What follows belongs to an exercise in optimizing a design on an open flow for small area and a short achievable clock period; a production flow would make more cautious choices.
RTL that was checked went through simulation tests only; none was proved equivalent to the original.
Only the layout flow was run in runs 1 to 4; the RTL was not checked for function there.
No activity file was given, so power comes from the tool's default toggle rates.

$ cat design/flow/design.v
`default_nettype none
package angle_pkg;
    typedef logic signed [32-1:0] angle_t;
    typedef logic [9-1:0] heading_t;
    localparam int LO_W = 10;
    localparam int Q_W  = 14;
    localparam int M_W  = 6;
    localparam int TURN = 45;
endpackage
`default_nettype wire
`default_nettype none
package imu_pkg;
    typedef logic signed [16-1:0] rate_t;
endpackage
`default_nettype wire
`timescale 1ns/1ps
`default_nettype none
module gyro_integrator (
    input  logic                       clk,
    input  logic                       rst_n,
    input  logic                       clear,
    input  logic [15:0]                rate,
    output logic [angle_pkg::LO_W-1:0] lo,
    output logic [angle_pkg::M_W-1:0]  mb,
    output logic                       c,
    output logic                       ovp,
    output logic                       ovn
);
    logic [15:0] r;
    logic [13:0] q;
    logic [15:0] low_n;
    logic        c16;
    logic [7:0]  hi_p1, hi_m1, hi_n;
    logic        c_n, ovp_n, ovn_n;
    logic [7:0]  ps;
    logic [7:0]  a;
    logic [5:0]  mb_n;
    assign r = rate;
    kadd #(.W(16)) add_low_i (
        .a    ({q[5:0], lo}),
        .b    (r),
        .cin  (1'b0),
        .s    (low_n),
        .cout (c16)
    );
    assign c_n = low_n[10] ^ q[0] ^ r[10];
    kadd #(.W(8)) inc_i (.a(q[13:6]), .b(8'h00), .cin(1'b1), .s(hi_p1), .cout());
    kadd #(.W(8)) dec_i (.a(q[13:6]), .b(8'hff), .cin(1'b0), .s(hi_m1), .cout());
    always_comb begin
        case ({r[15], c16})
            2'b01:   hi_n = hi_p1;
            2'b10:   hi_n = hi_m1;
            default: hi_n = q[13:6];
        endcase
    end
    assign ovp_n = (q[13:6] == 8'h7f) & ~r[15] &  c16;
    assign ovn_n = (q[13:6] == 8'h80) &  r[15] & ~c16;
    assign ps = {{5{ovp}}, ovp | ovn, 1'b0, c} + {{2{r[15]}}, r[15:10]};
    assign a  = {2'b00, mb} + ps;
    fold45 fold_i (.x(a), .m(mb_n));
    always_ff @(posedge clk or negedge rst_n) begin
        if (!rst_n) begin
            lo  <= '0;
            q   <= '0;
            mb  <= '0;
            c   <= 1'b0;
            ovp <= 1'b0;
            ovn <= 1'b0;
        end else if (clear) begin
            lo  <= '0;
            q   <= '0;
            mb  <= '0;
            c   <= 1'b0;
            ovp <= 1'b0;
            ovn <= 1'b0;
        end else begin
            lo  <= low_n[9:0];
            q   <= {hi_n, low_n[15:10]};
            mb  <= mb_n;
            c   <= c_n;
            ovp <= ovp_n;
            ovn <= ovn_n;
        end
    end
endmodule
`default_nettype wire
`timescale 1ns/1ps
`default_nettype none
module fold45 (
    input  logic [7:0] x,
    output logic [5:0] m
);
    logic [7:0] y;
    always_comb begin
        if (x[7])
            y = x + 8'd45;
        else if (x >= 8'd45)
            y = x - 8'd45;
        else
            y = x;
        m = y[5:0];
    end
endmodule
`default_nettype wire
module kadd #(
    parameter int W = 16
) (
    input  logic [W-1:0] a,
    input  logic [W-1:0] b,
    input  logic         cin,
    output logic [W-1:0] s,
    output logic         cout
);
    localparam int L = (W > 16) ? 5 : (W > 8) ? 4 : (W > 4) ? 3 : (W > 2) ? 2 : 1;
    logic [W-1:0] p0;
    logic [W-1:0] gl [0:L];
    logic [W-1:0] pl [0:L];
    assign p0 = a ^ b;
    always_comb begin
        gl[0] = a & b;
        pl[0] = p0;
        gl[0][0] = (a[0] & b[0]) | (p0[0] & cin);
        for (int l = 0; l < L; l++) begin
            for (int i = 0; i < W; i++) begin
                if ((i >> l) & 1) begin
                    gl[l+1][i] = gl[l][i] | (pl[l][i] & gl[l][((i >> l) << l) - 1]);
                    pl[l+1][i] = pl[l][i] & pl[l][((i >> l) << l) - 1];
                end else begin
                    gl[l+1][i] = gl[l][i];
                    pl[l+1][i] = pl[l][i];
                end
            end
        end
    end
    assign s    = p0 ^ {gl[L][W-2:0], cin};
    assign cout = gl[L][W-1];
endmodule
module csa #(
    parameter int W = 8
) (
    input  logic [W-1:0] a,
    input  logic [W-1:0] b,
    input  logic [W-1:0] c,
    output logic [W-1:0] s,
    output logic [W-1:0] cy
);
    assign s  = a ^ b ^ c;
    assign cy = (a & b) | (a & c) | (b & c);
endmodule
`timescale 1ns/1ps
`default_nettype none
module relative_yaw (
    input  logic [6:0] t,
    input  logic       l9,
    output logic [5:0] rel_hi
);
    logic signed [6:0] ts;
    logic [6:0]        tm, tp;
    logic              sub45, add45;
    assign ts = t;
    assign tm = t - 7'd45;
    assign tp = t + 7'd45;
    always_comb begin
        if (l9) begin
            sub45 = ts >= 7'sd22;
            add45 = ts <= -7'sd24;
        end else begin
            sub45 = ts >= 7'sd23;
            add45 = ts <= -7'sd23;
        end
        if (sub45)
            rel_hi = tm[5:0];
        else if (add45)
            rel_hi = tp[5:0];
        else
            rel_hi = t[5:0];
    end
endmodule
`default_nettype wire
`timescale 1ns/1ps
`default_nettype none
module yaw_tracker_top (
    input  logic                clk,
    input  logic                rst_n,
    input  logic                sample_valid,
    input  logic                calibrate,
    input  imu_pkg::rate_t      rate_a,
    input  imu_pkg::rate_t      rate_b,
    output angle_pkg::angle_t   yaw_a,
    output angle_pkg::angle_t   yaw_b,
    output angle_pkg::angle_t   rel_yaw,
    output angle_pkg::heading_t heading,
    output logic                out_valid
);
    localparam int LO_W = angle_pkg::LO_W;
    localparam int M_W  = angle_pkg::M_W;
    logic        v0, v1, v2;
    logic        c0;
    logic [15:0] ra0, rb0;
    logic [LO_W-1:0] lo_a, lo_b;
    logic [M_W-1:0]  mb_a, mb_b;
    logic            c_a, ovp_a, ovn_a, c_b, ovp_b, ovn_b;
    logic [M_W-1:0]  m_a, m_b;
    logic [LO_W-1:0] ya_lo_1, yb_lo_1;
    logic [M_W-1:0]  ya_m_1, yb_m_1;
    logic [LO_W-1:0] dl;
    logic            l_borrow;
    logic [6:0]      t_1;
    logic [5:0]      rel_hi;
    logic [LO_W-1:0] ya_lo_q, yb_lo_q, rel_lo_q;
    logic [M_W-1:0]  ya_m_q, yb_m_q;
    logic [5:0]      rel_hi_q;
    always_ff @(posedge clk or negedge rst_n) begin
        if (!rst_n) begin
            v0 <= 1'b0;
            v1 <= 1'b0;
            v2 <= 1'b0;
            c0 <= 1'b0;
        end else begin
            v0 <= sample_valid;
            v1 <= v0;
            v2 <= v1;
            c0 <= sample_valid && calibrate;
        end
    end
    always_ff @(posedge clk or negedge rst_n) begin
        if (!rst_n) begin
            ra0 <= '0;
            rb0 <= '0;
        end else begin
            ra0 <= sample_valid ? rate_a : 16'd0;
            rb0 <= sample_valid ? rate_b : 16'd0;
        end
    end
    gyro_integrator gyro_integrator_a_i (
        .clk   (clk),
        .rst_n (rst_n),
        .clear (c0),
        .rate  (ra0),
        .lo    (lo_a),
        .mb    (mb_a),
        .c     (c_a),
        .ovp   (ovp_a),
        .ovn   (ovn_a)
    );
    gyro_integrator gyro_integrator_b_i (
        .clk   (clk),
        .rst_n (rst_n),
        .clear (c0),
        .rate  (rb0),
        .lo    (lo_b),
        .mb    (mb_b),
        .c     (c_b),
        .ovp   (ovp_b),
        .ovn   (ovn_b)
    );
    logic [7:0] ma_raw, mb_raw;
    assign ma_raw = {2'b00, mb_a} + {{5{ovp_a}}, ovp_a | ovn_a, 1'b0, c_a};
    assign mb_raw = {2'b00, mb_b} + {{5{ovp_b}}, ovp_b | ovn_b, 1'b0, c_b};
    fold45 fold_a_i (.x(ma_raw), .m(m_a));
    fold45 fold_b_i (.x(mb_raw), .m(m_b));
    logic [9:0] lo_diff;
    logic       lo_borrow;
    logic [6:0] t_n;
    assign {lo_borrow, lo_diff} = {1'b0, lo_a} - {1'b0, lo_b};
    logic [6:0] pa, pb;
    assign pa  = {{4{ovp_a}}, ovp_a | ovn_a, 1'b0, c_a};
    assign pb  = {{4{ovp_b}}, ovp_b | ovn_b, 1'b0, c_b};
    logic [6:0] t_s1, t_c1, t_s2, t_c2;
    csa #(.W(7)) t_csa1_i (.a({1'b0, mb_a}), .b({1'b1, ~mb_b}), .c(pa), .s(t_s1), .cy(t_c1));
    csa #(.W(7)) t_csa2_i (.a(t_s1), .b({t_c1[5:0], 1'b1}), .c(~pb), .s(t_s2), .cy(t_c2));
    kadd #(.W(7)) t_add_i (
        .a    (t_s2),
        .b    ({t_c2[5:0], 1'b0}),
        .cin  (~lo_borrow),
        .s    (t_n),
        .cout ()
    );
    always_ff @(posedge clk or negedge rst_n) begin
        if (!rst_n) begin
            ya_lo_1  <= '0;
            yb_lo_1  <= '0;
            ya_m_1   <= '0;
            yb_m_1   <= '0;
            t_1      <= '0;
        end else begin
            ya_lo_1  <= lo_a;
            yb_lo_1  <= lo_b;
            ya_m_1   <= m_a;
            yb_m_1   <= m_b;
            t_1      <= t_n;
        end
    end
    assign {l_borrow, dl} = {1'b0, ya_lo_1} - {1'b0, yb_lo_1};
    relative_yaw relative_yaw_i (
        .t      (t_1),
        .l9     (dl[9]),
        .rel_hi (rel_hi)
    );
    always_ff @(posedge clk or negedge rst_n) begin
        if (!rst_n) begin
            ya_lo_q   <= '0;
            yb_lo_q   <= '0;
            ya_m_q    <= '0;
            yb_m_q    <= '0;
            rel_lo_q  <= '0;
            rel_hi_q  <= '0;
            out_valid <= 1'b0;
        end else begin
            ya_lo_q   <= ya_lo_1;
            yb_lo_q   <= yb_lo_1;
            ya_m_q    <= ya_m_1;
            yb_m_q    <= yb_m_1;
            rel_lo_q  <= dl;
            rel_hi_q  <= rel_hi;
            out_valid <= v2;
        end
    end
    assign yaw_a   = {8'd0, ya_m_q, ya_lo_q, 8'd0};
    assign yaw_b   = {8'd0, yb_m_q, yb_lo_q, 8'd0};
    assign rel_yaw = {{9{rel_hi_q[5]}}, rel_hi_q[4:0], rel_lo_q, 8'd0};
    assign heading = {ya_m_q, ya_lo_q[9:7]};
endmodule
`default_nettype wire
$ cat design/flow/flow/run.sh
#!/bin/bash
set -euo pipefail
MARGIN=$(cat flow/margin.txt)
bash standard.sh synth > synth.log 2>&1
bash standard.sh SETUP_SLACK_MARGIN=$MARGIN floorplan > floorplan.log 2>&1
bash standard.sh SETUP_SLACK_MARGIN=$MARGIN place > place.log 2>&1
bash standard.sh SETUP_SLACK_MARGIN=$MARGIN cts > cts.log 2>&1
bash standard.sh SETUP_SLACK_MARGIN=$MARGIN route > route.log 2>&1
bash standard.sh SETUP_SLACK_MARGIN=$MARGIN finish > finish.log 2>&1
$ cat design/flow/flow/margin.txt
7.0
$ cat design/flow/standard.sh
#!/bin/bash
# synth_recipe.tcl (not shown) runs the flow's synth.tcl, then flattens the netlist and writes it again
# the make line also repeats each setting of config.mk as NAME=value (left out here)
make -C /OpenROAD-flow-scripts/flow DESIGN_CONFIG=/design/flow/config.mk WORK_HOME=/design/flow/orfs CLKGATE_MAP_FILE= SYNTH_SCRIPT=/design/flow/synth_recipe.tcl "${@:-finish}"
$ cat design/flow/config.mk
export PLATFORM = sky130hd
export DESIGN_NAME = yaw_tracker_top
export DESIGN_NICKNAME = yaw_tracker_top
export VERILOG_FILES = /design/flow/design.v
export SDC_FILE = /design/flow/constraint.sdc
export NUM_CORES = 4
export LEC_CHECK = 0
export CAP_MARGIN = 20
export CORE_MARGIN = 2
export CORE_UTILIZATION = 40
export SLEW_MARGIN = 20
$ cat design/flow/constraint.sdc
create_clock -name core_clock -period 10.0 [get_ports {clk}]
set_input_delay 2.0000 -clock core_clock [delete_from_list [all_inputs] [get_ports {clk}]]
set_output_delay 2.0000 -clock core_clock [all_outputs]
set_load 0.01 [all_outputs]
==> run notes, run 1 <==
Worst Path Max Fanout 5; io pins between 100 and 150; crit end category flip-flop; die area around 30,000 sq um; largest net degree at the start of global routing roughly 120; die height about 170 um; RSZ-0062 raised after global routing true; Port Buffers between 100 and 150; commonest non-fill, non-tap cell in the layout dfrtp_1; P&R area growth vs syn 22.0%; Synth cell types 63; detailed placement HPWL about 16,000 um; HP Class reg -> reg; Global Route Usage Sum 15.6%; global-route wire length before repair 38,300 um; hold_buf cts 0; Clock Power Share 15.0%; sw frac a little over two fifths; fin crit share 32.8%; Worst R2R End gyro_integrator_b_i.mb[1]; Max H-tree Level 4; setup violators final 0; Hold Vio Cnt, Final 0; synthesized cell area roughly 11,000 sq um; clock sink count 190; Core ar. between 20,000 and 30,000 sq um; commonest non-fill, non-tap cells in the layout 184 x dfrtp_1, 116 x ha_1, 95 x nor2_1, 88 x inv_1, 56 x buf_2; Worst-Margin Slew 0.703 ns; P_leak between 6 and 7 nW; WL final around 23,000 um; max_cap viols 0; Tmin final approximately 3.3 ns; Starting Density roughly two fifths; initial DRC count 360; final core utilization between 40% and 50%; hold depth 0; CTS root buf clkbuf_16; Simple-Gate Fraction of Synth Area around 13%; global placement routability congestion about 0.85; layout cell share with drive strength beyond 1 roughly 21%; CP endpoint gyro_integrator_b_i.mb[1]; Synth Area in Compound Gates between 10% and 20%; Worst Setup Start Kind flip-flop; clk buf depth 2; post-route setup TNS 0 ns; Post-Syn Instances approximately 1,100; DRC 0; sequential power share 28.4%; Synth Register Bits 190; Post-Synth XOR/XNOR Area roughly 6.6%; max-slew violation count 0; wire per inst around 14 um; worst vdd ir about 150 uV; Crit. Startpoint gyro_integrator_b_i.ovp; Post-synth EDFFs 0; CTS buffer count 17; CP Class reg -> reg; dpl cells approximately 1,600; Finished Layout Cells 1,640; Async S/R FF share, synth 100%; Antenna Nets Post-Route 0; initial antenna violation count 0; Pre-Repair DR Iteration Count 5; Pwr Density 332 nW/um^2; GR Overflow Total 0; pre-CTS setup slack approximately 6.2 ns; worst skew pair latency approximately 0.44 ns; Logic pwr share between 50% and 60%; Post-Synth Adder-Cell Area between 10% and 20%; Clock Pin Slew Worst Setup and Hold Paths about 0.080 ns; row count 61; layout net count around 1,400; r2r setup slk 6.72 ns; main combinational cell family by area after synthesis adder cells; Cell Int Power between 2 and 3 mW; diode count 0; Die Wd about 170 um; Post-DP Area between 10,000 and 15,000 sq um; syn avg cell area about 10 sq um; multiplexer share of the synthesized area between 1 and 1.5%; CTS tree yes; Via density between 4 and 5; Slew HR about 53%; Critical R2R Launch gyro_integrator_b_i.ovp; Warnings, synthesis 13; vias in the first global route 7,864; r2r worst-path depth 14; fmax 0.305 GHz; Seq/Total Area, Yosys between 40% and 50%; status complete, no violations; vias around 8,100; NetSw about 2.0 mW; top_reg_cell synth dfrtp_1; CP arrival 3.64 ns; fin worst setup slack 6.72 ns; Req. time, crit path 10.36 ns; clock skew approximately 0.015 ns; Design Area, Final about 14,000 sq um
## layer usage
metal	track usage, %	up-vias	part of all wire (%)
met1	20.8	3924	47
met3	3.09	23	3.4
li1	-	3978	-
met2	26.1	152	49
met5	0	-	0
met4	3.81	0	1.2
## how the worst min path moves through the flow
stage	start	endpoint
after detailed placement	ya_m_1[0]	ya_m_q[0]
after CTS	ya_m_1[0]	ya_m_q[0]
final	yb_m_1[1]	yb_m_q[1]
after global routing	yb_m_1[1]	yb_m_q[1]
after global placement	ya_m_1[3]	ya_m_q[3]
after floorplan	v2	out_valid
## through the flow
stage / hold WS, ns / power (mW)
final: 0.350 / 4.65
after global routing: 0.359 / 5.10
after CTS: 0.351 / 4.51
after detailed placement: 0.335 / 3.72
after global placement: 0.333 / 3.65
after floorplan: 0.331 / 3.06
## sequential cells by signal (all words and copies together) (netlist names), 14 cells and up
signal and count:
gyro_integrator_b_i.q 14, ra0 16, rb0 16, gyro_integrator_a_i.q 14
## area by class of cell
type / count / area, sq um
fillers: 2616 / 14000
multi-input cells: 793 / 6570
flip-flops and latches: 190 / 4760
repair buffers: 155 / 1220
well taps: 378 / 473
clock buffers: 17 / 425
inverters: 92 / 345
clock inverters: 15 / 191
## cell usage after synthesis (3+ instances only)
cell type | n | area (sq um)
a21oi_1 | 58 | 290
or2_2 | 3 | 18.8
inv_1 | 92 | 345
fa_1 | 23 | 460
nor2_1 | 98 | 368
o21ai_0 | 30 | 150
buf_4 | 57 | 428
a32oi_1 | 3 | 26.3
clkbuf_1 | 15 | 56.3
o22ai_1 | 6 | 37.5
nor4_1 | 9 | 56.3
nand3_1 | 11 | 55.1
or4_1 | 3 | 22.5
a211o_1 | 5 | 43.8
xnor2_1 | 55 | 482
and3_1 | 10 | 62.6
xor2_1 | 32 | 280
nor3b_1 | 3 | 22.5
or3_1 | 4 | 25.0
nand4_1 | 5 | 31.3
ha_1 | 128 | 1600
a31oi_1 | 15 | 93.8
dfrtp_1 | 190 | 4750
mux2i_1 | 10 | 100
nand2_1 | 41 | 154
nor2b_1 | 20 | 125
a211oi_1 | 13 | 97.6
o21bai_1 | 4 | 30.0
o211ai_1 | 6 | 45.0
nand2b_1 | 14 | 87.6
mux2_2 | 4 | 45.0
a21o_1 | 30 | 225
and2_1 | 40 | 250
o21a_1 | 6 | 45.0
nor3_1 | 24 | 120
## critical path, cell delays in order, from the launching register on
cell,delay (ns)
dfrtp_2,0.41
or2_4,0.26
ha_4,0.30
a21oi_4,0.06
o21ai_1,0.21
nor2_1,0.10
ha_1,0.34
a21oi_2,0.21
o21ai_4,0.10
xnor2_2,0.18
o211ai_1,0.46
buf_4,0.20
mux2i_1,0.17
mux2i_1,0.10
nor2_1,0.10
## power by group through the flow
stage          Clock (mW)  Sequential (mW)  Combinational [mW]
2_1_floorplan           0             1.30                1.77
3_3_place_gp            0             1.34                2.31
3_5_place_dp            0             1.35                2.38
4_1_cts             0.717             1.32                2.48
5_1_grt             0.748             1.36                2.99
6_report            0.696             1.32                2.63
## kinds of logic after synthesis
logic type / count (synthesis)
AOI/OAI and AO/OA: 204
and+or+nand+nor: 295
DFF: 190
buffers and inverters: 167
xor gates and xnor gates: 87
muxes: 14
other: 1
adders and majority gates: 153
## timing repair
action | 4_1_cts | 5_1_grt
resized for setup | 321 | 76
pin swaps | 35 | 50
endpoints found under the setup margin | 216 | 63
buffers inserted | 34 | 18
==> run 2, diff against run 1 <==
--- a/design/flow/design.v
+++ b/design/flow/design.v
@@ -32,8 +32,6 @@
     logic        c16;
     logic [7:0]  hi_p1, hi_m1, hi_n;
     logic        c_n, ovp_n, ovn_n;
-    logic [7:0]  ps;
-    logic [7:0]  a;
     logic [5:0]  mb_n;
     assign r = rate;
     kadd #(.W(16)) add_low_i (
@@ -55,9 +53,12 @@
     end
     assign ovp_n = (q[13:6] == 8'h7f) & ~r[15] &  c16;
     assign ovn_n = (q[13:6] == 8'h80) &  r[15] & ~c16;
-    assign ps = {{5{ovp}}, ovp | ovn, 1'b0, c} + {{2{r[15]}}, r[15:10]};
-    assign a  = {2'b00, mb} + ps;
-    fold45 fold_i (.x(a), .m(mb_n));
+    addfold45 fold_i (
+        .a ({2'b00, mb}),
+        .b ({{5{ovp}}, ovp | ovn, 1'b0, c}),
+        .c ({{2{r[15]}}, r[15:10]}),
+        .m (mb_n)
+    );
     always_ff @(posedge clk or negedge rst_n) begin
         if (!rst_n) begin
             lo  <= '0;
@@ -86,19 +87,27 @@
 `default_nettype wire
 `timescale 1ns/1ps
 `default_nettype none
-module fold45 (
-    input  logic [7:0] x,
+module addfold45 (
+    input  logic [7:0] a,
+    input  logic [7:0] b,
+    input  logic [7:0] c,
     output logic [5:0] m
 );
-    logic [7:0] y;
+    logic [7:0] s1, c1, s2, c2, s3, c3;
+    logic [7:0] u, up, um;
+    csa #(.W(8)) csa_u_i  (.a(a),  .b(b),             .c(c),     .s(s1), .cy(c1));
+    csa #(.W(8)) csa_up_i (.a(s1), .b({c1[6:0], 1'b0}), .c(8'd45), .s(s2), .cy(c2));
+    csa #(.W(8)) csa_um_i (.a(s1), .b({c1[6:0], 1'b0}), .c(8'hd3), .s(s3), .cy(c3));
+    kadd #(.W(8)) add_u_i  (.a(s1), .b({c1[6:0], 1'b0}), .cin(1'b0), .s(u),  .cout());
+    kadd #(.W(8)) add_up_i (.a(s2), .b({c2[6:0], 1'b0}), .cin(1'b0), .s(up), .cout());
+    kadd #(.W(8)) add_um_i (.a(s3), .b({c3[6:0], 1'b0}), .cin(1'b0), .s(um), .cout());
     always_comb begin
-        if (x[7])
-            y = x + 8'd45;
-        else if (x >= 8'd45)
-            y = x - 8'd45;
+        if (u[7])
+            m = up[5:0];
+        else if (um[7])
+            m = u[5:0];
         else
-            y = x;
-        m = y[5:0];
+            m = um[5:0];
     end
 endmodule
 `default_nettype wire
@@ -254,11 +263,18 @@
         .ovp   (ovp_b),
         .ovn   (ovn_b)
     );
-    logic [7:0] ma_raw, mb_raw;
-    assign ma_raw = {2'b00, mb_a} + {{5{ovp_a}}, ovp_a | ovn_a, 1'b0, c_a};
-    assign mb_raw = {2'b00, mb_b} + {{5{ovp_b}}, ovp_b | ovn_b, 1'b0, c_b};
-    fold45 fold_a_i (.x(ma_raw), .m(m_a));
-    fold45 fold_b_i (.x(mb_raw), .m(m_b));
+    addfold45 fold_a_i (
+        .a ({2'b00, mb_a}),
+        .b ({{5{ovp_a}}, ovp_a | ovn_a, 1'b0, c_a}),
+        .c (8'd0),
+        .m (m_a)
+    );
+    addfold45 fold_b_i (
+        .a ({2'b00, mb_b}),
+        .b ({{5{ovp_b}}, ovp_b | ovn_b, 1'b0, c_b}),
+        .c (8'd0),
+        .m (m_b)
+    );
     logic [9:0] lo_diff;
     logic       lo_borrow;
     logic [6:0] t_n;
--- a/design/flow/flow/run.sh
+++ b/design/flow/flow/run.sh
@@ -1,7 +1,7 @@
 #!/bin/bash
 set -euo pipefail
 MARGIN=$(cat flow/margin.txt)
-bash standard.sh synth > synth.log 2>&1
+bash standard.sh ADDER_MAP_FILE= synth > synth.log 2>&1
 bash standard.sh SETUP_SLACK_MARGIN=$MARGIN floorplan > floorplan.log 2>&1
 bash standard.sh SETUP_SLACK_MARGIN=$MARGIN place > place.log 2>&1
 bash standard.sh SETUP_SLACK_MARGIN=$MARGIN cts > cts.log 2>&1
==> run 2 against run 1 <==
  * First-iteration DRC count rose by 83%
  * Routed wire length rose by 11%
  * Global-route usage rose by 1.4 points
  * Worst setup slack improved by 0.17 ns
  * Clock skew fell by 0.0033 ns
  * Die area fell by 0.32%
  * Combinational power fell by 13%
  * Core utilization fell by 0.99 points
  * Via count rose by 9.7%
  * Count of clock-buffer cells in the layout did not move
  * Area after synthesis fell by 0.33%
  * Clock power rose by 5.3%
==> run notes, run 2 <==
power consumption 4.40 mW (-5.3%); status complete, no violations; met1 usage 23.1% (+2.3 points); initial DRC count 657 (+83%); multi-input logic area 6350 sq um (-3.3%); Synth Register Bits 190 (unchanged); r2r setup slk 7.04 ns (+0.32 ns); synthesized cell area 11,400 sq um (-0.33%); HP Class reg -> reg; Hold Crit Start ya_m_1[2]; Antenna Nets Post-Route 0 (unchanged); Via density 5.09 (+3.4%); CP delay by family, top flip-flops; Hold Path End ya_m_q[2]; Pre-Repair DR Iteration Count 6 (+1); Hold Vio Cnt, Final 0 (unchanged); layout net count 1,386 (-3.5%); P_leak 5.94 nW (-12%); Port Buffers 101 (unchanged); Pwr Density 322 nW/um^2 (-3.1%); buffers and inverters on the worst path 2 (+1); worst vdd ir 131 uV (-13%); Warnings, synthesis 13 (unchanged); DRC 0 (unchanged); Post-synth EDFFs 0 (unchanged); grt peak-use layer met2; Worst-Margin Slew 0.782 ns (+0.0788 ns); RSZ-0062 raised after global routing true; Slowest cell on crit path dfrtp_2; CP Class reg -> out; commonest non-fill, non-tap cell in the layout dfrtp_1; fmax 0.322 GHz (+5.5%); GRT met2 Usage 27.5% (+1.4 points); Starting Density 40.9% (about the same); vias in the first global route 8,307 (+5.6%); vias 8,863 (+9.7%); r2r worst-path depth 10 (-4); Clock Pin Slew Worst Setup and Hold Paths 0.08 ns (about the same); sequential cell area 4800 sq um (+0.84%); Worst R2R End gyro_integrator_b_i.mb[2]; wire per inst 14.8 um (+4.5%); Die Wd 173 um (-0.16%); initial antenna violation count 0 (unchanged); detailed placement HPWL 16,900 um (+3.0%); cell with the most instances after synthesis dfrtp_1; area share of the largest cell type after synthesis 41.6% (+0.14 points); max-slew violation count 0 (unchanged); global placement routability congestion 0.846 (-0.37%); largest net degree at the start of global routing 111 (-3.5%); Seq/Total Area, Yosys 41.6% (+0.14 points); row count 61 (unchanged); Critical R2R Launch gyro_integrator_b_i.ovp; Synth cell types 79 (+25%); Yosys top cell by area dfrtp_1; Max H-tree Level 4 (unchanged); post-route setup TNS 0 ns (unchanged); top cells by area, synth dfrtp_1 42%, xnor2_1 8.0%, nor2_1 4.6%, xor2_1 4.4%, buf_4 3.9%; syn avg cell area 9.19 sq um (-11%); hold_buf cts 0 (unchanged); die area 29,900 sq um (-0.32%); worst-path cell chain buf_6, buf_6; WL final 25,800 um (+11%); crit end category output pin; Async S/R FF share, synth 100% (unchanged); clock skew 0.0113 ns (-0.00327 ns); worst skew pair latency 0.44 ns (about the same); Finished Layout Cells 1,741 (+6.2%); diode count 0 (unchanged); Top Registers ra0 x16, rb0 x16; CTS root buf clkbuf_16; Slew HR 47.9% (-4.8 points); max_cap viols 0 (unchanged); Tmin final 3.11 ns (-0.172 ns); Worst Setup Start Kind flip-flop; clock sink count 190 (unchanged); M3 GR Usage 3.69% (+0.60 points); crit-path max cell delay 0.42 ns (-0.04 ns); Synth top cells by count 190 x dfrtp_1, 141 x nor2_1, 104 x xnor2_1; CTS buffer count 17 (unchanged); global-route wire length before repair 41,700 um (+8.8%); hold depth 0 (unchanged); CP arrival 1.11 ns (-2.53 ns); Worst Path Max Fanout 5 (unchanged); clk buf depth 2 (unchanged); P&R area growth vs syn 19.6%; final hold slack 0.344 ns (-0.00522 ns); layout cell share with drive strength beyond 1 20.1% (-0.42 points); Core ar. 27,900 sq um (-0.27%); Most Frequent Cell on Critical Path buf_6; Post-Syn Instances 1,243 (+12%); Crit. Startpoint rel_hi_q[5]; GR Overflow Total 0 (unchanged); die height 173 um (-0.16%); fin crit share 31.1% (-1.7 points); Fillers 2,684 (+2.6%); CTS tree yes; commonest non-fill, non-tap cells in the layout 158 x dfrtp_1, 139 x nor2_1, 99 x xnor2_1, 79 x nand2_1, 58 x buf_4; Global Route Usage Sum 17.0% (+1.4 points); dpl cells 1,647 (+5.8%); setup violators final 0 (unchanged); io pins 142 (unchanged); Req. time, crit path 8.00 ns (-2.36 ns); top_reg_cell synth dfrtp_1
==> run 2: changes by cell type after synthesis, sizes merged, moves of 37 or more <==
cell	change
inv	-57
maj3	+37
xnor2	+50
ha	-128
nand2	+40
nor2	+43
==> run 2: final cells by class <==
type / count / share of cell area (%)
Tap cell: 378 / 3.46
Clock buffer: 17 / 3.11
Clock inverter: 15 / 1.65
Sequential cell: 190 / 35.1
Multi-Input combinational cell: 940 / 46.5
Timing Repair Buffer: 164 / 9.15
Inverter: 37 / 1.02
==> run 2: cells by family after synthesis <==
kind of cell	after synthesis	share of synthesized area [%]
compound gates	251	14.7
xor+xnor	164	12.9
fa+ha+maj	39	3.45
buf+inv	154	7.12
flops	190	41.6
mux	26	2.33
other cells	1	0.0328
simple gates	418	17.9
==> run 2: what timing repair did <==
item,4_1_cts,5_1_grt
endpoints found under the setup margin,185,99
gates cloned,2,0
pin swaps,5,16
setup buffers,19,41
gates resized for setup,317,65
==> run 2: per-layer routing <==
layer | share of wire (%) | wire length, um | up-vias
met2 | 47 | 12200 | 220
li1 | - | - | 4388
met5 | 0 | 0 | -
met3 | 4.9 | 1270 | 24
met4 | 1.2 | 306 | 0
met1 | 47 | 12100 | 4231
==> run 2: metrics by stage <==
stage / util, % / worst slack [ns] / instance area (sq um)
after floorplan: - / 7.21 / 11600
after global placement: 44.4 / 6.22 / 12400
after detailed placement: 44.4 / 6.17 / 12400
after CTS: 46.8 / 6.87 / 13100
after global routing: 48.9 / 6.85 / 13700
final: 48.9 / 6.89 / 13700
==> run 2: power by group <==
part           switching (mW)  internal [mW]
Combinational            1.19           1.10
Clock                   0.360          0.373
Sequential              0.302           1.07
==> run 2: worst max-delay path by stage <==
stage / endpoint / slack, ns / depth (start not counted)
2_1_floorplan: gyro_integrator_b_i.mb[2] / 7.21 / 12
3_5_place_dp: ya_m_q[5] / 6.17 / 2
3_3_place_gp: ya_m_q[5] / 6.22 / 2
6_report: rel_yaw[31] / 6.89 / 2
5_1_grt: rel_yaw[31] / 6.85 / 2
4_1_cts: rel_yaw[31] / 6.87 / 2
==> run 3, diff against run 2 <==
--- a/design/flow/design.v
+++ b/design/flow/design.v
@@ -219,6 +219,7 @@
     logic [LO_W-1:0] ya_lo_q, yb_lo_q, rel_lo_q;
     logic [M_W-1:0]  ya_m_q, yb_m_q;
     logic [5:0]      rel_hi_q;
+    logic            rel_sgn_n_q;
     always_ff @(posedge clk or negedge rst_n) begin
         if (!rst_n) begin
             v0 <= 1'b0;
@@ -334,7 +335,14 @@
     end
     assign yaw_a   = {8'd0, ya_m_q, ya_lo_q, 8'd0};
     assign yaw_b   = {8'd0, yb_m_q, yb_lo_q, 8'd0};
-    assign rel_yaw = {{9{rel_hi_q[5]}}, rel_hi_q[4:0], rel_lo_q, 8'd0};
+    always_ff @(posedge clk or negedge rst_n) begin
+        if (!rst_n) begin
+            rel_sgn_n_q <= 1'b1;
+        end else begin
+            rel_sgn_n_q <= ~rel_hi[5];
+        end
+    end
+    assign rel_yaw = {{4{~rel_sgn_n_q}}, {5{rel_hi_q[5]}}, rel_hi_q[4:0], rel_lo_q, 8'd0};
     assign heading = {ya_m_q, ya_lo_q[9:7]};
 endmodule
 `default_nettype wire
==> design/flow/flow/run.sh (replaced) <==
#!/bin/bash
set -euo pipefail
MARGIN=$(cat flow/margin.txt)
bash standard.sh ADDER_MAP_FILE= synth > synth.log 2>&1
bash standard.sh SETUP_SLACK_MARGIN=$MARGIN floorplan > floorplan.log 2>&1
bash standard.sh SETUP_SLACK_MARGIN=$MARGIN "BUFFER_PORTS_ARGS=-buffer_cell sky130_fd_sc_hd__buf_1" place > place.log 2>&1
bash standard.sh SETUP_SLACK_MARGIN=$MARGIN cts > cts.log 2>&1
bash standard.sh SETUP_SLACK_MARGIN=$MARGIN route > route.log 2>&1
bash standard.sh SETUP_SLACK_MARGIN=$MARGIN finish > finish.log 2>&1
==> run 3 against run 2 <==
  * Still clean on timing, DRC and antenna
  * Area after synthesis grew 1.9%
  * Clock skew grew 0.0044 ns
  * Sequential power grew 6%
  * Final cell count grew 0.92%
  * Global-route usage shrank 0.064 points
  * Register-to-register slack gained 0.04 ns
  * Via count grew 2.7%
  * Worst setup slack lost 0.030 ns
  * Combinational power shrank 7%
==> run notes, run 3 <==
Worst R2R End gyro_integrator_a_i.mb[3]; Hold Path End ya_m_q[1]; Max H-tree Level 4 (unchanged); Die Wd 175 um (+0.91%); CP arrival 1.14 ns (+0.03 ns); clock sink count 191 (+0.53%); fin crit share 31.4% (+0.30 points); Clock Pin Slew Worst Setup and Hold Paths 0.09 ns (about the same); setup violators final 0 (unchanged); WL final 25,700 um (-0.38%); top cells by area, synth dfrtp_1 41%, xnor2_1 8.1%, xor2_1 4.7%, nor2_1 4.6%, buf_4 3.7%; Global Route Usage Sum 16.9% (-0.064 points); CTS root buf clkbuf_16; Synth top cells by count 190 x dfrtp_1, 143 x nor2_1, 107 x xnor2_1; P&R area growth vs syn 16.7%; Starting Density 40.5% (-0.35 points); cell with the most instances after synthesis dfrtp_1; synthesized cell area 11,600 sq um (+1.9%); crit end category output pin; max-slew violation count 0 (unchanged); worst vdd ir 143 uV (+8.9%); global-route wire length before repair 42,100 um (+1.0%); r2r setup slk 7.08 ns (+0.04 ns); hold_buf cts 0 (unchanged); clock skew 0.0157 ns (+0.00442 ns); clk buf depth 2 (unchanged); post-route setup TNS 0 ns (unchanged); DRC 0 (unchanged); HP Class reg -> reg; top_reg_cell synth dfrtp_1; hold depth 0 (unchanged); Worst Setup Start Kind flip-flop; Req. time, crit path 8.00 ns (about the same); vias 9,104 (+2.7%); Seq/Total Area, Yosys 41.1% (-0.54 points); Warnings, synthesis 13 (unchanged); diode count 0 (unchanged); CP Class reg -> out; worst skew pair latency 0.45 ns (about the same); fmax 0.319 GHz (-0.94%); Fillers 2,682 (-0.075%); CTS buffer count 17 (unchanged); Async S/R FF share, synth 100% (unchanged); detailed placement HPWL 17,200 um (+1.6%); Synth Register Bits 191 (+0.53%); vias in the first global route 8,365 (+0.70%); GR Overflow Total 0 (unchanged); commonest non-fill, non-tap cells in the layout 161 x dfrtp_1, 139 x nor2_1, 101 x xnor2_1, 88 x buf_1, 81 x nand2_1; NetSw 1.88 mW (+1.4%); row count 62 (+1.6%); Cell Int Power 2.47 mW (-3.1%); Design Area, Final 13,600 sq um (-0.65%); multi-input logic area 6580 sq um (+3.5%); Tmin final 3.14 ns (+0.0296 ns); Hold Vio Cnt, Final 0 (unchanged); die height 175 um (+0.91%); wire per inst 14.6 um (-1.3%); Yosys top cell by area dfrtp_1; Port Buffers 101 (unchanged); Post-synth EDFFs 0 (unchanged); CTS tree yes; io pins 142 (unchanged); Hold Crit Start ya_m_1[1]; fin worst setup slack 6.86 ns (-0.0296 ns); initial antenna violation count 0 (unchanged); sequential power share 33.4% (+2.2 points); Logic pwr share 49.2% (-2.9 points); Post-DP Area 12,000 sq um (-3.5%); Worst-Margin Slew 0.743 ns (-0.0387 ns); max_cap viols 0 (unchanged); die area 30,500 sq um (+1.8%); Post-Syn Instances 1,273 (+2.4%); Worst Path Max Fanout 4 (-1); layout cell share with drive strength beyond 1 15.9% (-4.2 points); initial DRC count 609 (-7.3%); Clock Power Share 17.4% (+0.7 points); final hold slack 0.342 ns (-0.00246 ns); Pre-Repair DR Iteration Count 5 (-1); r2r worst-path depth 10 (unchanged); RSZ-0062 raised after global routing true; Slew HR 50.4% (+2.6 points); layout net count 1,396 (+0.72%); pre-CTS setup slack 6.21 ns (+0.0355 ns); Top Registers ra0 x16, rb0 x16; commonest non-fill, non-tap cell in the layout dfrtp_1; Pwr Density 320 nW/um^2 (-0.56%); sequential cell area 4830 sq um (+0.52%); Synth cell types 77 (-2.5%); sw frac 43.3% (+1.1 points); Via density 5.18 (+1.8%); P_leak 5.71 nW (-3.8%); global placement routability congestion 0.841 (-0.52%); status complete, no violations; Antenna Nets Post-Route 0 (unchanged); largest net degree at the start of global routing 79 (-29%); Critical R2R Launch gyro_integrator_a_i.mb[0]; syn avg cell area 9.14 sq um (-0.53%); Core ar. 28,700 sq um (+2.8%); area share of the largest cell type after synthesis 40.9% (-0.77 points)
run 3: cell count changes after synthesis, moves of 5 or more:
| cell | previous run | this run |
|---|---|---|
| a21oi_1 | 59 | 73 |
| nor2b_1 | 25 | 17 |
| maj3_1 | 36 | 30 |
| a211o_1 | 1 | 6 |
| a211oi_1 | 8 | 13 |
| buf_2 | 11 | 16 |
| inv_1 | 35 | 30 |
| nand2b_1 | 20 | 25 |
| o21a_1 | 12 | 7 |
| xor2_1 | 57 | 62 |
run 3: cells by family (layout without fill, tap and decap cells):
logic type      after synthesis  in the layout  synth area share [%]
compound gates              266            266                  15.1
buf+inv                     158            218                  7.15
simple gates                425            425                  17.9
other cells                   1             40                0.0322
mux                          22             22                  1.89
fa+ha+maj                    36             37                  3.16
xor+xnor                    174            174                  13.7
flops                       191            191                  41.1
run 3: per-layer routing:
metal | up-vias | routed length (um) | track usage, % | part of all wire, %
li1 | 4465 | - | - | -
met1 | 4392 | 12000 | 22.6 | 47
met2 | 223 | 12400 | 28.7 | 48
met3 | 24 | 914 | 2.22 | 3.6
met4 | 0 | 374 | 4.97 | 1.5
met5 | - | 0 | 0 | 0
run 3: timing repair:
item	4_1_cts	5_1_grt
setup buffers	18	29
pin swaps	7	13
gates cloned	1	2
resized for setup	51	89
endpoints found under the setup margin	164	54
run 3: critical path: stages, from the launching register on:
cell and delay, ns:
dfstp_2 0.53, inv_2 0.05, clkbuf_2 0.12
run 3: worst max path at each step:
stage	startpoint	endpoint	cells after the start
detailed placement	rst_n	gyro_integrator_b_i.lo[3]	2
global placement	rst_n	gyro_integrator_b_i.lo[1]	2
finish	rel_sgn_n_q	rel_yaw[30]	2
global route	rel_sgn_n_q	rel_yaw[30]	2
floorplan	gyro_integrator_a_i.mb[4]	gyro_integrator_a_i.mb[2]	12
CTS	rel_sgn_n_q	rel_yaw[31]	2
run 3: power by group through the flow:
| stage | combinational, mW | sequential [mW] | clock (mW) |
|---|---|---|---|
| 5_1_grt | 2.38 | 1.50 | 0.810 |
| 6_report | 2.14 | 1.45 | 0.757 |
| 3_5_place_dp | 1.87 | 1.47 | 0 |
| 4_1_cts | 1.97 | 1.44 | 0.778 |
| 3_3_place_gp | 1.84 | 1.46 | 0 |
| 2_1_floorplan | 1.67 | 1.31 | 0 |
run 3: per-stage QoR:
stage	util [%]	total power, mW	cells
after floorplan	-	2.98	1312
after global routing	47.3	4.69	1757
after detailed placement	41.7	3.34	1675
after CTS	45.2	4.19	1726
final	47.3	4.35	1757
after global placement	41.7	3.30	1675
run 3: final cells by class:
cell class | count | area share [%]
Clock inverter | 15 | 1.82
Inverter | 30 | 0.857
Sequential cell | 191 | 35.5
Tap cell | 384 | 3.54
Clock buffer | 17 | 3.13
Multi-Input combinational cell | 964 | 48.4
Timing Repair Buffer | 156 | 6.67
==> run 4, diff against run 3 <==
--- a/design/flow/config.mk
+++ b/design/flow/config.mk
@@ -7,5 +7,5 @@
 export LEC_CHECK = 0
 export CAP_MARGIN = 20
 export CORE_MARGIN = 2
-export CORE_UTILIZATION = 40
+export CORE_UTILIZATION = 55
 export SLEW_MARGIN = 20
==> run 4 against run 3 <==
  * Die area shrank 27%
  * Area after synthesis is the same
  * Non-clock buffer count is the same
  * Final cell count shrank 6.3%
  * Via count shrank 1.6%
  * Sequential power is essentially flat
  * Sequential cell count is the same
  * Still clean on timing, DRC and antenna
  * Sequential share of layout area grew 0.31 points
  * First-iteration DRC count shrank 8.9%
==> run notes, run 4 <==
status complete, no violations; WL final 25,400 um (-1.5%); top_reg_cell synth dfrtp_1; Post-Syn Instances 1,273 (unchanged); Clock Pin Slew Worst Setup and Hold Paths 0.07 ns (-0.02 ns); Post-DP Area 11,800 sq um (-1.1%); Global Route Usage Sum 22.5% (+5.6 points); Warnings, synthesis 13 (unchanged); Finished Layout Cells 1,647 (-6.3%); commonest non-fill, non-tap cell in the layout dfrtp_1; syn avg cell area 9.14 sq um (unchanged); GR Overflow Total 0 (unchanged); fmax 0.320 GHz (+0.32%); Critical R2R Launch gyro_integrator_a_i.lo[0]; Top Registers ra0 x16, rb0 x16; Via density 5.44 (+5.0%); Slew HR 49.3% (-1.2 points); max_cap viols 0 (unchanged); vias 8,957 (-1.6%); r2r worst-path depth 11 (+1); top cells by area, synth dfrtp_1 41%, xnor2_1 8.1%, xor2_1 4.7%, nor2_1 4.6%, buf_4 3.7%; area share of the largest cell type after synthesis 40.9% (unchanged); Seq/Total Area, Yosys 41.1% (unchanged); Antenna Nets Post-Route 0 (unchanged); Starting Density 55.7% (+15 points); die height 149 um (-14%); diode count 0 (unchanged); clock sink count 191 (unchanged); CP arrival 1.13 ns (about the same); Clock Power Share 16.2% (-1.2 points); Async S/R FF share, synth 100% (unchanged); io pins 142 (unchanged); post-route setup TNS 0 ns (unchanged); CP endpoint rel_yaw[30]; synthesized cell area 11,600 sq um (unchanged); Worst Path Max Fanout 4 (unchanged); P&R area growth vs syn 15.9%; sequential power share 33.2% (-0.2 points); HP Class reg -> reg; largest net degree at the start of global routing 65 (-18%); Fillers 1,756 (-35%); Core ar. 20,900 sq um (-27%); r2r setup slk 7.09 ns (about the same); layout cell share with drive strength beyond 1 16.2% (+0.30 points); Crit. Startpoint rel_sgn_n_q; Pre-Repair DR Iteration Count 5 (unchanged); cell with the most instances after synthesis dfrtp_1; layout net count 1,395 (-0.072%); Cell Int Power 2.48 mW (+0.40%); clock skew 0.0131 ns (-0.00261 ns); DRC 0 (unchanged); Logic pwr share 50.6% (+1.4 points); Synth top cells by count 190 x dfrtp_1, 143 x nor2_1, 107 x xnor2_1; dpl cells 1,567 (-6.4%); Synth Register Bits 191 (unchanged); Tmin final 3.13 ns (-0.0101 ns); fin crit share 31.3% (-0.10 points); Req. time, crit path 8.00 ns (about the same); pre-CTS setup slack 6.15 ns (-0.0586 ns); Worst R2R End gyro_integrator_a_i.q[6]; Synth cell types 77 (unchanged); wire per inst 15.4 um (+5.1%); max-slew violation count 0 (unchanged); multi-input logic area 6620 sq um (+0.68%); setup violators final 0 (unchanged); CP Class reg -> out; CTS root buf clkbuf_16; vias in the first global route 8,085 (-3.3%); Die Wd 149 um (-14%); worst skew pair latency 0.44 ns (about the same); worst vdd ir 165 uV (+15%); RSZ-0062 raised after global routing true; CTS buffer count 17 (unchanged); Post-synth EDFFs 0 (unchanged); commonest non-fill, non-tap cells in the layout 162 x dfrtp_1, 139 x nor2_1, 98 x xnor2_1, 89 x buf_1, 80 x nand2_1; Yosys top cell by area dfrtp_1; initial antenna violation count 0 (unchanged); Worst Setup Start Kind flip-flop; CTS tree yes; initial DRC count 555 (-8.9%); power consumption 4.32 mW (-0.55%); sequential cell area 4840 sq um (+0.18%); Hold Vio Cnt, Final 0 (unchanged); sw frac 42.7% (-0.54 points); Max H-tree Level 4 (unchanged); die area 22,300 sq um (-27%); Design Area, Final 13,500 sq um (-0.69%); NetSw 1.85 mW (-1.8%); clk buf depth 2 (unchanged); P_leak 5.70 nW (-0.22%); Worst-Margin Slew 0.761 ns (+0.0174 ns); row count 53 (-15%); fin worst setup slack 6.87 ns (+0.0101 ns); global placement routability congestion 0.860 (+2.2%); Port Buffers 101 (unchanged); global-route wire length before repair 40,300 um (-4.4%); crit end category output pin; detailed placement HPWL 16,900 um (-1.9%); Pwr Density 321 nW/um^2 (+0.14%)
## run 4: cell types whose count changed in the layout (fill, tap and decap cells not counted), moves of 3 or more
cell	change
mux2i_1	-3
buf_4	-4
dfrtp_2	-5
xnor2_1	-3
inv_16	-3
a21oi_2	-3
inv_8	+3
xnor2_2	+3
dfrtp_4	+4
## run 4: metrics by stage
step,hold slack [ns],utilization (%)
4_1_cts,0.348,61.3
3_3_place_gp,0.332,56.7
6_report,0.347,64.6
3_5_place_dp,0.335,56.7
2_1_floorplan,0.331,-
5_1_grt,0.353,64.6
## run 4: cell type report
type	count	share of cell area, %
clock inverters	15	1.46
well taps	275	2.55
flip-flops and latches	191	35.9
clock buffers	17	3.15
inverters	30	0.863
multi-input cells	963	49.1
repair buffers	156	7.01
## run 4: worst min-delay path by stage
stage	slack, ns	end	depth (start not counted)	from
after floorplan	0.33	out_valid	0	v2
after detailed placement	0.33	ya_m_q[0]	0	ya_m_1[0]
after global placement	0.33	v1	0	v0
after global routing	0.35	ya_m_q[0]	0	ya_m_1[0]
after CTS	0.35	ya_m_q[0]	0	ya_m_1[0]
final	0.35	ya_m_q[0]	0	ya_m_1[0]
## run 4: power by group through the flow
| stage | Sequential (mW) | Clock, mW | Combinational (mW) |
|---|---|---|---|
| 2_1_floorplan | 1.31 | 0 | 1.67 |
| 3_3_place_gp | 1.44 | 0 | 1.86 |
| 3_5_place_dp | 1.45 | 0 | 1.88 |
| 4_1_cts | 1.42 | 0.720 | 1.99 |
| 5_1_grt | 1.49 | 0.745 | 2.43 |
| 6_report | 1.43 | 0.702 | 2.19 |
## run 4: metal layers
layer | track usage (%) | wire length, um | up-vias | part of all wire [%]
met1 | 30.9 | 11600 | 4277 | 46
met2 | 37.5 | 12500 | 183 | 49
li1 | - | - | 4471 | -
met5 | 0 | 0 | - | 0
met3 | 2.74 | 888 | 26 | 3.5
met4 | 6.48 | 405 | 0 | 1.6
## run 4: what timing repair did
| action | 4_1_cts | 5_1_grt |
|---|---|---|
| pin swaps | 6 | 21 |
| buffers inserted | 15 | 30 |
| cloned | 1 | 2 |
| hold buffers | 0 | 0 |
| resized for setup | 50 | 105 |
| endpoints found under the setup margin | 93 | 99 |
## run 4: logic make-up after synthesis
group / after synthesis / share of synthesized area [%]
flops: 191 / 41.1
other cells: 1 / 0.0322
simple gates: 425 / 17.9
mux: 22 / 1.89
xor+xnor: 174 / 13.7
buf+inv: 158 / 7.15
fa+ha+maj: 36 / 3.16
compound gates: 266 / 15.1
## run 4: worst max-delay path, stage by stage (launching register included)
cell and delay, ns:
dfstp_2 0.53, inv_2 0.05, clkbuf_2 0.12
==> run 5, diff against run 4 <==
--- a/design/flow/design.v
+++ b/design/flow/design.v
@@ -161,7 +161,8 @@
 module relative_yaw (
     input  logic [6:0] t,
     input  logic       l9,
-    output logic [5:0] rel_hi
+    output logic [5:0] rel_hi,
+    output logic       sign
 );
     logic signed [6:0] ts;
     logic [6:0]        tm, tp;
@@ -184,6 +185,7 @@
         else
             rel_hi = t[5:0];
     end
+    assign sign = (sub45 & tm[5]) | (~sub45 & add45 & tp[5]) | (~sub45 & ~add45 & t[5]);
 endmodule
 `default_nettype wire
 `timescale 1ns/1ps
@@ -214,12 +216,13 @@
     logic [M_W-1:0]  ya_m_1, yb_m_1;
     logic [LO_W-1:0] dl;
     logic            l_borrow;
+    logic            rel_sgn;
     logic [6:0]      t_1;
     logic [5:0]      rel_hi;
     logic [LO_W-1:0] ya_lo_q, yb_lo_q, rel_lo_q;
     logic [M_W-1:0]  ya_m_q, yb_m_q;
     logic [5:0]      rel_hi_q;
-    logic            rel_sgn_n_q;
+    logic            rel_sgn_q;
     always_ff @(posedge clk or negedge rst_n) begin
         if (!rst_n) begin
             v0 <= 1'b0;
@@ -312,7 +315,8 @@
     relative_yaw relative_yaw_i (
         .t      (t_1),
         .l9     (dl[9]),
-        .rel_hi (rel_hi)
+        .rel_hi (rel_hi),
+        .sign   (rel_sgn)
     );
     always_ff @(posedge clk or negedge rst_n) begin
         if (!rst_n) begin
@@ -337,12 +341,12 @@
     assign yaw_b   = {8'd0, yb_m_q, yb_lo_q, 8'd0};
     always_ff @(posedge clk or negedge rst_n) begin
         if (!rst_n) begin
-            rel_sgn_n_q <= 1'b1;
+            rel_sgn_q <= 1'b0;
         end else begin
-            rel_sgn_n_q <= ~rel_hi[5];
+            rel_sgn_q <= rel_sgn;
         end
     end
-    assign rel_yaw = {{4{~rel_sgn_n_q}}, {5{rel_hi_q[5]}}, rel_hi_q[4:0], rel_lo_q, 8'd0};
+    assign rel_yaw = {{4{rel_sgn_q}}, {5{rel_hi_q[5]}}, rel_hi_q[4:0], rel_lo_q, 8'd0};
     assign heading = {ya_m_q, ya_lo_q[9:7]};
 endmodule
 `default_nettype wire
==> design/flow/flow/margin.txt (replaced) <==
7.3
--- a/design/flow/config.mk
+++ b/design/flow/config.mk
@@ -7,5 +7,5 @@
 export LEC_CHECK = 0
 export CAP_MARGIN = 20
 export CORE_MARGIN = 2
-export CORE_UTILIZATION = 55
+export CORE_UTILIZATION = 40
 export SLEW_MARGIN = 20
==> run 5 against run 4 <==
  * Still clean on timing, DRC and antenna
  * Maximum frequency up 3.9%
  * Sequential share of layout area shrank 2.8 points
  * Clock power is 6.0% higher
  * Cell area grew 8.4%
  * Combinational power grew 18%
  * Clock skew up 0.0017 ns
  * Routed wire length up 19%
  * Non-clock buffer count grew 69
  * Area after synthesis is 2.1% higher
  * Final cell count is 13% higher
  * Die area up 39%
  * Largest cell class unchanged
  * Highest routed layer unchanged
==> run notes, run 5 <==
worst-path cell chain buf_2; crit-path max cell delay 0.41 ns (-0.12 ns); vias in the first global route 9,471 (+17%); Core ar. 29,500 sq um (+41%); Logic pwr share 54.5% (+3.9 points); Port Buffers 101 (unchanged); global-route wire length before repair 47,500 um (+18%); Tmin final 3.01 ns (-0.119 ns); Via density 5.40 (-0.63%); worst skew pair latency 0.45 ns (about the same); Starting Density 40.3% (-15 points); Finished Layout Cells 1,856 (+13%); sequential cell area 4830 sq um (about the same); row count 63 (+19%); Die Wd 176 um (+18%); Req. time, crit path 8.00 ns (about the same); Yosys top cell by area dfrtp_1; P_leak 6.30 nW (+10%); Synth top cells by count 191 x dfrtp_1, 113 x nor2_1, 95 x xnor2_1; wire per inst 16.3 um (+5.6%); layout cell share with drive strength beyond 1 26.2% (+10 points); status complete, no violations; Pwr Density 324 nW/um^2 (+1.2%); Antenna Nets Post-Route 0 (unchanged); Hold Vio Cnt, Final 0 (unchanged); Max H-tree Level 4 (unchanged); layout net count 1,490 (+6.8%); Worst Path Max Fanout 5 (+1); multi-input logic area 6950 sq um (+4.9%); max-slew violation count 0 (unchanged); clock skew 0.0148 ns (+0.00172 ns); worst vdd ir 158 uV (-4.0%); Global Route Usage Sum 19.1% (-3.4 points); Clock Pin Slew Worst Setup and Hold Paths 0.08 ns (about the same); Worst-Margin Slew 0.803 ns (+0.0419 ns); Warnings, synthesis 13 (unchanged); post-route setup TNS 0 ns (unchanged); max_cap viols 0 (unchanged); Synth Register Bits 191 (unchanged); diode count 0 (unchanged); io pins 142 (unchanged); power consumption 4.74 mW (+9.7%); HP Class reg -> reg; largest net degree at the start of global routing 73 (+12%); Post-synth EDFFs 0 (unchanged); Slew HR 46.5% (-2.8 points); Fillers 2,715 (+55%); Clock Power Share 15.7% (-0.5 points); Cell Int Power 2.72 mW (+10%); initial antenna violation count 1 (+1); sequential power share 29.8% (-3.4 points); dpl cells 1,708 (+9.0%); RSZ-0062 raised after global routing true; Worst Setup Start Kind flip-flop; Synth cell types 86 (+12%); die area 31,100 sq um (+39%); fmax 0.332 GHz (+3.9%); die height 176 um (+18%); cell with the most instances after synthesis dfrtp_1; syn avg cell area 9.16 sq um (+0.21%); commonest non-fill, non-tap cell in the layout dfrtp_1; Pre-Repair DR Iteration Count 5 (unchanged); detailed placement HPWL 19,000 um (+13%); top_reg_cell synth dfrtp_1; Post-Syn Instances 1,297 (+1.9%); pre-CTS setup slack 6.25 ns (+0.100 ns); Top Registers ra0 x16, rb0 x16; synthesized cell area 11,900 sq um (+2.1%); crit end category output pin; initial DRC count 637 (+15%); clock sink count 191 (unchanged); CP delay by family, top flip-flops; hold_buf cts 0 (unchanged); CTS buffer count 17 (unchanged); CTS root buf clkbuf_16; GR Overflow Total 0 (unchanged); fin crit share 30.1% (-1.2 points); top cells by area, synth dfrtp_1 40%, xnor2_1 7.0%, xor2_1 4.0%, buf_4 3.6%, nor2_1 3.6%; clk buf depth 2 (unchanged); buffers and inverters on the worst path 1 (-1); Seq/Total Area, Yosys 40.2% (-0.85 points); global placement routability congestion 0.841 (-2.2%); WL final 30,200 um (+19%); CP arrival 1.01 ns (-0.12 ns); fin worst setup slack 6.99 ns (+0.119 ns); CTS tree yes; commonest non-fill, non-tap cells in the layout 155 x dfrtp_1, 109 x nor2_1, 109 x buf_4, 91 x xnor2_1, 66 x nand2_1; CP Class reg -> out; sw frac 42.6% (-0.16 points); DRC 0 (unchanged); vias 10,030 (+12%); setup violators final 0 (unchanged); area share of the largest cell type after synthesis 40.2% (-0.63 points); Async S/R FF share, synth 100% (unchanged); NetSw 2.02 mW (+9.3%); P&R area growth vs syn 23.0%; Slowest cell on crit path dfrtp_1
[run 5: power groups by stage]
stage	registers (mW)	clock network [mW]	logic (mW)
final	1.41	0.744	2.58
after floorplan	1.30	0	1.76
after CTS	1.40	0.761	2.32
after global placement	1.45	0	1.99
after detailed placement	1.46	0	2.02
after global routing	1.46	0.794	2.84
[run 5: worst paths after layout]
| path | startpoint | to | slack [ns] | cells past startpoint |
|---|---|---|---|---|
| min reg2reg | ya_m_1[5] | ya_m_q[5] | 0.35 | 0 |
| min | ya_m_1[5] | ya_m_q[5] | 0.35 | 0 |
| min in group asynchronous | rst_n | rel_lo_q[0] | 1.52 | 1 |
| max reg2reg | gyro_integrator_a_i.mb[4] | gyro_integrator_a_i.mb[1] | 6.99 | 11 |
| max | rel_hi_q[5] | rel_yaw[27] | 6.99 | 1 |
| max in group asynchronous | rst_n | gyro_integrator_a_i.mb[0] | 7.54 | 2 |
[run 5: cell type report]
| class | instances | share of cell area, % |
|---|---|---|
| Multi-Input combinational cell | 983 | 47.5 |
| Sequential cell | 191 | 33.1 |
| Timing Repair Buffer | 225 | 10.7 |
| Tap cell | 390 | 3.34 |
| Clock buffer | 18 | 3.00 |
| Clock inverter | 13 | 1.39 |
| Inverter | 36 | 0.950 |
[run 5: routing by layer]
metal  routed length (um)  GRT usage, %  vias to the layer above
met5                    0             0                        -
met4                  913          8.06                        0
met3                 1390          3.42                       60
met2                14600          31.8                      285
met1                13300          24.5                     4888
li1                     -             -                     4797
[run 5: cells by family (layout without fill, tap and decap cells)]
| group | count (synthesis) | in the layout | synth area share (%) |
|---|---|---|---|
| xor gates and xnor gates | 152 | 152 | 11.6 |
| adders and majority gates | 39 | 39 | 3.30 |
| and+or+nand+nor | 412 | 412 | 18.0 |
| other | 1 | 40 | 0.0316 |
| AOI/OAI and AO/OA | 317 | 317 | 17.8 |
| DFF | 191 | 191 | 40.2 |
| muxes | 23 | 23 | 1.99 |
| buffers and inverters | 162 | 292 | 7.07 |
[run 5: through the flow]
| stage | area, sq um | hold slack (ns) | utilization [%] |
|---|---|---|---|
| detailed placement | 12300 | 0.335 | 41.6 |
| floorplan | 12100 | 0.331 | - |
| CTS | 14000 | 0.351 | 47.4 |
| global placement | 12300 | 0.332 | 41.6 |
| global route | 14600 | 0.352 | 49.6 |
| finish | 14600 | 0.347 | 49.6 |
[run 5: what timing repair did]
action	in CTS	in global routing
endpoints found under the setup margin	243	112
setup buffers	76	37
gates cloned	3	1
pin swaps	28	53
gates resized for setup	113	129
==> run 6, diff against run 5 <==
==> design/flow/flow/margin.txt (replaced) <==
6.8
==> run 6 against run 5 <==
  * Power decreased by 10%
  * Via count shrank 7.0%
  * Hold slack worse by 0.0062 ns
  * Register-to-register slack worse by 0.07 ns
  * Sequential power about the same
  * Clock skew fell by 0.0029 ns
  * Combinational power shrank 18%
  * Die area did not move
  * Sequential cell count did not move
  * Core utilization is 5.1 points lower
  * Cell area down 10%
  * Critical path type is now reg -> reg
  * Highest routed layer unchanged
==> run notes, run 6 <==
vias in the first global route 8,766 (-7.4%); r2r worst-path depth 11 (unchanged); initial DRC count 663 (+4.1%); Slew HR 35.7% (-11 points); Simple-Gate Fraction of Synth Area 18.0% (unchanged); largest net degree at the start of global routing 127 (+74%); CP Class reg -> reg; Antenna Nets Post-Route 0 (unchanged); max_cap viols 0 (unchanged); hold_buf cts 0 (unchanged); Synth Register Bits 191 (unchanged); Async S/R FF share, synth 100% (unchanged); Worst-Margin Slew 0.965 ns (+0.162 ns); multiplexer share of the synthesized area 1.99% (unchanged); vias 9,330 (-7.0%); Worst Setup Start Kind flip-flop; CTS buffer count 17 (unchanged); detailed placement HPWL 18,900 um (-0.50%); Core ar. 29,500 sq um (unchanged); Warnings, synthesis 13 (unchanged); CP arrival 3.38 ns (+2.37 ns); fmax 0.324 GHz (-2.4%); CP delay by family, top compound AO/OA/AOI/OAI gates; Die Wd 176 um (unchanged); area share of the largest cell type after synthesis 40.2% (unchanged); layout cell share with drive strength beyond 1 8.46% (-18 points); cell with the most instances after synthesis dfrtp_1; buffers and inverters on the worst path 2 (+1); Pre-Repair DR Iteration Count 5 (unchanged); crit-path max cell delay 0.44 ns (+0.03 ns); final hold slack 0.341 ns (-0.00623 ns); Post-Synth Adder-Cell Area 3.30% (unchanged); Post-Syn Instances 1,297 (unchanged); Via density 5.33 (-1.3%); HP Class reg -> reg; clk buf depth 2 (unchanged); RSZ-0062 raised after global routing true; Seq/Total Area, Yosys 40.2% (unchanged); io pins 142 (unchanged); worst vdd ir 179 uV (+13%); Clock Pin Slew Worst Setup and Hold Paths 0.08 ns (about the same); post-route setup TNS 0 ns (unchanged); GR Overflow Total 0 (unchanged); diode count 0 (unchanged); clock skew 0.0119 ns (-0.00285 ns); crit end category flip-flop; Starting Density 40.3% (unchanged); Synth Area in Compound Gates 17.8% (unchanged); Post-Synth XOR/XNOR Area 11.6% (unchanged); main combinational cell family by area after synthesis simple AND/OR/NAND/NOR gates; row count 63 (unchanged); Hold Path End yb_m_q[3]; syn avg cell area 9.16 sq um (unchanged); setup violators final 0 (unchanged); wire per inst 15.3 um (-5.8%); fin crit share 30.8% (+0.73 points); status complete, no violations; Post-DP Area 12,300 sq um (-0.13%); max-slew violation count 0 (unchanged); DRC 0 (unchanged); P_leak 5.44 nW (-14%); Top Registers ra0 x16, rb0 x16; Pwr Density 323 nW/um^2 (-0.32%); pre-CTS setup slack 6.51 ns (+0.258 ns); Synth top cells by count 191 x dfrtp_1, 113 x nor2_1, 95 x xnor2_1; layout net count 1,383 (-7.2%); Port Buffers 101 (unchanged); WL final 26,800 um (-11%); Critical R2R Launch gyro_integrator_a_i.ovp; Yosys top cell by area dfrtp_1; Global Route Usage Sum 17.4% (-1.7 points); Slowest cell on crit path dfrtp_2; Hold Vio Cnt, Final 0 (unchanged); top cells by area, synth dfrtp_1 40%, xnor2_1 7.0%, xor2_1 4.0%, buf_4 3.6%, nor2_1 3.6%; die height 176 um (unchanged); Most Frequent Cell on Critical Path buf_12; Worst R2R End gyro_integrator_a_i.mb[2]; hold depth 0 (unchanged); Hold Crit Start yb_m_1[3]; P&R area growth vs syn 10.5%; Req. time, crit path 10.30 ns (+2.30 ns); fin worst setup slack 6.92 ns (-0.0735 ns); CTS tree yes; Worst Path Max Fanout 11 (+6); CTS root buf clkbuf_16; r2r setup slk 6.92 ns (-0.07 ns); worst-path cell chain buf_12, xor3_2, and2_4, or3b_1, a221o_1, a32oi_4, buf_12, nand4_1, a21oi_2, o21a_1, nor3_2; Post-synth EDFFs 0 (unchanged); global-route wire length before repair 44,000 um (-7.3%); Tmin final 3.08 ns (+0.0735 ns); global placement routability congestion 0.845 (+0.49%); initial antenna violation count 1 (unchanged); Max H-tree Level 4 (unchanged); Design Area, Final 13,100 sq um (-10%); die area 31,100 sq um (unchanged); commonest non-fill, non-tap cell in the layout dfrtp_1; synthesized cell area 11,900 sq um (unchanged); top_reg_cell synth dfrtp_1; Synth cell types 86 (unchanged); commonest non-fill, non-tap cells in the layout 179 x dfrtp_1, 112 x nor2_1, 100 x buf_1, 95 x xnor2_1, 76 x a21oi_1; worst skew pair latency 0.44 ns (about the same); clock sink count 191 (unchanged)
==> run 6: changes by cell type in the layout (fill, tap and decap cells not counted), moves of 11 or more <==
cell,previous run,this run
a21oi_1,64,76
buf_1,38,100
buf_4,109,11
buf_6,11,0
clkbuf_2,54,0
dfrtp_1,155,179
dfrtp_2,33,11
==> run 6: cell families after synthesis <==
group	after synthesis
xor+xnor	152
fa+ha+maj	39
buf+inv	162
simple gates	412
mux	23
flops	191
compound gates	317
other cells	1
==> run 6: worst max-delay path by stage <==
stage	from	to	slack (ns)	depth (start not counted)
CTS	gyro_integrator_b_i.ovp	gyro_integrator_b_i.mb[3]	6.83	10
detailed placement	gyro_integrator_a_i.ovp	gyro_integrator_a_i.mb[2]	6.51	10
global placement	rst_n	rb0[15]	6.57	2
finish	gyro_integrator_a_i.ovp	gyro_integrator_a_i.mb[2]	6.92	11
global route	gyro_integrator_a_i.ovp	gyro_integrator_a_i.mb[4]	6.77	11
floorplan	gyro_integrator_b_i.mb[3]	gyro_integrator_b_i.mb[3]	7.06	10
==> run 6: what timing repair did <==
action,CTS,global route
resized for setup,15,23
pin swaps,2,4
setup buffers,2,6
endpoints found under the setup margin,14,19
cloned,0,2
==> run 6: routing by layer <==
metal	global-route usage (%)	share of wire [%]	wire, um	vias up
li1	-	-	-	4585
met1	23.5	47	12500	4489
met2	28.5	48	12800	220
met3	2.48	3.6	970	36
met4	6.34	1.8	495	0
met5	0	0	0	-
==> run 6: per-stage QoR <==
step	power [mW]	std cells	utilization, %
6_report	4.24	1750	44.5
5_1_grt	4.59	1750	44.5
4_1_cts	4.23	1742	43.9
3_5_place_dp	3.49	1708	41.6
3_3_place_gp	3.45	1708	41.6
2_1_floorplan	3.05	1336	-
==> run 6: where the power goes <==
group | total (mW) | internal, mW | leakage [nW] | switching (mW)
logic | 2.11 | 0.946 | 2.75 | 1.16
clock network | 0.700 | 0.375 | 0.301 | 0.325
registers | 1.44 | 1.07 | 2.38 | 0.364
==> run 6: layout make-up <==
| type | count | area [sq um] |
|---|---|---|
| inverter | 36 | 135 |
| clock buffer | 20 | 467 |
| tap | 390 | 488 |
| fill | 2879 | 16400 |
| multi-input combinational | 983 | 6500 |
| clock inverter | 12 | 143 |
| timing repair buffer | 118 | 591 |
| sequential | 191 | 4800 |

afterwards: timing with drivers on the ports:
No port has a modelled driver above. Below, the same layouts with a new extraction and two added sets of constraints. Step 1 sets driving cells, clkbuf_16 on the clock port and buf_2 on the other inputs (assumed; they add their load-dependent delay and slew). Step 2 times the ports against the registers' clock, not the clock port: input delays grow and output delays shrink by t, the midpoint of the rising clock arrivals with the driver on. a / b / c = ideal / step 1 / step 2; a / b = the first two.
run | shift t [ns] | setup WS [ns] | clock arrival spread, ns
run 1 | 0.484 | 6.719 / 6.719 / 6.719 | 0.014 / 0.014
run 2 | 0.488 | 6.891 / 6.840 / 6.930 | 0.011 / 0.012
run 3 | 0.494 | 6.862 / 6.812 / 6.875 | 0.018 / 0.018
run 4 | 0.483 | 6.872 / 6.823 / 6.807 | 0.014 / 0.014
run 5 | 0.488 | 6.991 / 6.945 / 6.992 | 0.017 / 0.017
run 6 | 0.483 | 6.917 / 6.917 / 6.684 | 0.012 / 0.013
After both steps setup and hold are still met in every run listed. For run 6, which loses most, drivers alone change the setup slack by 0.000 ns; drivers and shift together by -0.233 ns. Setup slack includes reset recovery checks.
